This design comes from an exercise in tuning for small area, a short achievable clock period and few clock cycles on the open sky130 flow, not from production work.
The RTL was checked by simulation tests, not by an equivalence proof against the original design.

== job 101 ==
==> flow/design.v (excerpt) <==
module pn_evaluator (
    input  wire                         clk,
    input  wire                         rst_n,
    input  wire [1:0]                   mode,
    input  wire                         operator,
    input  wire [pn_pkg::operand_w-1:0] in,
    input  wire                         in_valid,
    output logic                        out_valid,
    output pn_pkg::result_t             out
);
    localparam int VW  = 3;    
    localparam int VT  = 7;    
    localparam int VD  = 10;   
    localparam int FD  = 7;    
    localparam int QD  = 3;    
    localparam int BW  = 7;    
    localparam logic [1:0] S_IDLE = 2'd0;
    localparam logic [1:0] S_RECV = 2'd1;
    localparam logic [1:0] S_WAIT = 2'd2;
    localparam logic [1:0] S_EMIT = 2'd3;
    logic [1:0] st;
    logic       pre_q;     
    logic       bur_q;     
    logic       pend;      
    logic       first_pending;
    logic [15:0] vhi [0:VW-1];
    logic [2:0]  vlo [0:VD-1];
    logic [2:0]    f_n;    
    logic [1:0]    f_v;    
    assign f_v = {f_n[2] | f_n[1], f_n != 3'd0};
    logic [FD-1:0] f_l;
    logic [1:0]    f_op [0:FD-1];
    logic [3:0]    q [0:QD-1];
    logic [1:0]    qcnt;
    logic [3:0]    lval;
    logic [37:0]   bx, bx_n;
    logic [3:0]    lf;
    wire idle  = (st == S_IDLE);
    wire recv  = (st == S_RECV);
    wire waits = (st == S_WAIT);
    wire emit  = (st == S_EMIT);
    logic [15:3]    hs [0:1];
    logic [VT-1:VW] vt;
    wire            wide_up = |vhi[VW-1][15:3];
    logic [15:0] v [0:VD+1];
    always_comb begin
        for (int i = 0; i < VD + 2; i++) begin
            if (i < VW)       v[i] = {vhi[i][15:3], vlo[i]};
            else if (i == VW) v[i] = {vt[VW] ? hs[0] : 13'd0, vlo[i]};
  ...
Size in the first run: ~1700 cells after synthesis, ~150 flip-flops, about 26 I/O pins, roughly 15000 um2 of cells after synthesis.
export LEC_CHECK = 0
export ABC_CLOCK_PERIOD_IN_PS = 3000
export CAP_MARGIN = 20
export CORE_MARGIN = 2
export CORE_UTILIZATION = 55
export SETUP_SLACK_MARGIN = 3.5
export SLEW_MARGIN = 20
export TNS_END_PERCENT = 100
create_clock -name core_clock -period 9.0 [get_ports {clk}]
run.sh (not shown) runs the stock make flow with config.mk's settings and CLKGATE_MAP_FILE= SYNTH_SCRIPT=/design/flow/synth_recipe.tcl, a recipe that flattens the netlist after the stock synthesis.
Testbench counts of job 101, summed over its fixed seeds: cycles 11,704.
diff inputs: job 101 => job 102
# job 101
export LEC_CHECK = 0
export ABC_CLOCK_PERIOD_IN_PS = 3000
export CAP_MARGIN = 20
export CORE_MARGIN = 2
export CORE_UTILIZATION = 55
export SETUP_SLACK_MARGIN = 3.5
export SLEW_MARGIN = 20
export TNS_END_PERCENT = 100
create_clock -name core_clock -period 9.0 [get_ports {clk}]
# job 102
export LEC_CHECK = 0
export ABC_CLOCK_PERIOD_IN_PS = 3000
export CAP_MARGIN = 20
export CORE_MARGIN = 2
export CORE_UTILIZATION = 30
export SETUP_SLACK_MARGIN = 3.5
export SLEW_MARGIN = 20
export TNS_END_PERCENT = 100
create_clock -name core_clock -period 9.0 [get_ports {clk}]
==> run summary <==
Job 102 against job 101: wire length of the first global-routing pass up about 1.6%; number of buffers other than clock buffers in the final layout down 12%; non-filler instance count after layout up about 15%.

---

rev 12:
Another version of the RTL of pn_evaluator (not shown whole).
Size in the first run: ~1900 cells after synthesis, ~220 flip-flops.
make LEC_CHECK=0 ABC_CLOCK_PERIOD_IN_PS=4000 CAP_MARGIN=20 CORE_MARGIN=2 CORE_UTILIZATION=40 SETUP_SLACK_MARGIN=4.0 SLEW_MARGIN=20 finish   # period 9.0 ns
Testbench counts of rev 12, summed over its fixed seeds: cycles 11,704.
> inputs changed (rev 12 -> rev 13)
Settings: a change of ABC_CLOCK_PERIOD_IN_PS from 4000 to 3000; an added TNS_END_PERCENT of 100; a change of SETUP_SLACK_MARGIN from 4.0 to 4.5.
==> run summary <==
- Rev 12 → rev 13: register fraction of the total cell area -0.51 points; post-layout worst setup margin +0.10 ns; utilization after layout +0.91 points.
- Sort rev 13 and rev 12 by number of optimization iterations in the first detailed-route pass desc -> top: rev 12
- Between rev 13 and rev 12, the difference in data required time of the critical path is negligible.
- Changes observed in rev 13 relative to rev 12: placed standard-cell area comparable.

---

Another version of the RTL of pn_evaluator (not shown whole).
For scale: roughly 26 I/O pins.
Settings: LEC_CHECK=0, ABC_CLOCK_PERIOD_IN_PS=3000, CAP_MARGIN=20, CORE_MARGIN=2, CORE_UTILIZATION=40, CTS_BUF_LIST=sky130_fd_sc_hd__clkbuf_8, SETUP_SLACK_MARGIN=3.8, SLEW_MARGIN=20, TNS_END_PERCENT=100; clock period 9.0 ns.
The starting point produced a clean layout.
Testbench counts at the start, summed over its fixed seeds: cycles 11,704.
Next try:
Settings changed: ABC_CLOCK_PERIOD_IN_PS 3000 to 2500, CORE_UTILIZATION 40 to 50, CTS_BUF_LIST sky130_fd_sc_hd__clkbuf_8 to not set, SETUP_SLACK_MARGIN 3.8 to 5.0.
The changed run finished with timing, DRC and antenna clean.
Hold slack degrades by 0.0082 ns.
Wire length climbs by 2.2%.
Core utilization rises by 18 points.
Fmax decreases by 3.2%.
Global-route usage grows by 7.4 points.
Register-to-register slack gains 0.03 ns.
Worst setup slack loses 0.17 ns.
Next try:
Settings changed: ABC_CLOCK_PERIOD_IN_PS 2500 to 3000, CORE_UTILIZATION 50 to 40, CTS_BUF_LIST set to sky130_fd_sc_hd__clkbuf_4 sky130_fd_sc_hd__clkbuf_8, SETUP_SLACK_MARGIN 5.0 to 4.5, TNS_END_PERCENT 100 to not set.
=> The changed run passed the timing, DRC and antenna checks; core utilization goes down by 14 points; design area goes down by 0.68%; global-route usage goes down by 6.3 points; clock-buffer cell count stays the same; clock skew goes up by 0.012 ns; die area goes up by 24%; sequential share of layout area stays flat; worst hold slack is better by 0.018 ns.
Next try:
Settings changed: CTS_BUF_LIST sky130_fd_sc_hd__clkbuf_4 sky130_fd_sc_hd__clkbuf_8 to not set, SETUP_SLACK_MARGIN 4.5 to 3.8, TNS_END_PERCENT set to 100.
Result: Die area stays the same; via count is lower by 4.1%; sequential share of layout area rose by 1.5 points; hold slack is worse by 0.014 ns; worst setup slack gets better by 0.062 ns; cell count came out lower by about 3.2%.
Next try:
Settings changed: SETUP_SLACK_MARGIN 3.8 to 3.5.
Result: The changed run completed without violations. Die area is unchanged. Non-clock buffer count goes down by 47. Wire length goes down by about 6%. Flip-flop and latch count stays the same. Design area goes down by 5.4%. Cell count goes down by about 2%. Clock-buffer cell count goes up by 5. Via count goes down by 2.4%.

-- re-timing with driven ports --
No port has a modelled driver above. Below, the same layouts with a new extraction and two added sets of constraints.
Step 1 sets driving cells, clkbuf_16 on the clock port and buf_2 on the other inputs (assumed; they add their load-dependent delay and slew).
Step 2 moves the port delays by t, midway between the first and last clock arrival at a register: inputs arrive t later, outputs are due t later. That takes back most of the time a late clock gives input paths.
a / b / c = ideal / step 1 / step 2; a / b = the first two.
| run | t (ns) | setup slack, ns | worst setup path after step 2 | slew at the worst register clock pin (ns) | worst slew at a driven data input, ns |
|---|---|---|---|---|---|
| job 101 | 0.483 | 3.485 / 3.485 / 3.277 | input to register | 0.07 / 0.07 | 0.04 |
| job 102 | 0.483 | 3.447 / 3.447 / 3.169 | input to register | 0.07 / 0.07 | 0.04 |
| rev 12 | 0.591 | 3.115 / 3.115 / 2.905 | input to register | 0.06 / 0.06 | 0.06 |
| rev 13 | 0.585 | 3.216 / 3.216 / 2.908 | input to register | 0.07 / 0.07 | 0.07 |
| the first run of note 3 | 0.523 | 3.790 / 3.788 / 3.265 | input to register | 0.11 / 0.11 | 0.06 |
| the second run of note 3 | 0.486 | 3.618 / 3.630 / 3.144 | input to register | 0.07 / 0.07 | 0.06 |
| the third run of note 3 | 0.517 | 3.719 / 3.716 / 3.199 | input to register | 0.11 / 0.11 | 0.06 |
| the fourth run of note 3 | 0.485 | 3.781 / 3.782 / 3.314 | input to register | 0.08 / 0.08 | 0.06 |
| the fifth run of note 3 | 0.486 | 3.580 / 3.609 / 3.123 | input to register | 0.07 / 0.07 | 0.04 |
After both steps setup and hold are still met in every run listed. The setup slack of the first run of note 3, which loses most, moves by -0.002 ns with the drivers and by -0.525 ns with both steps.
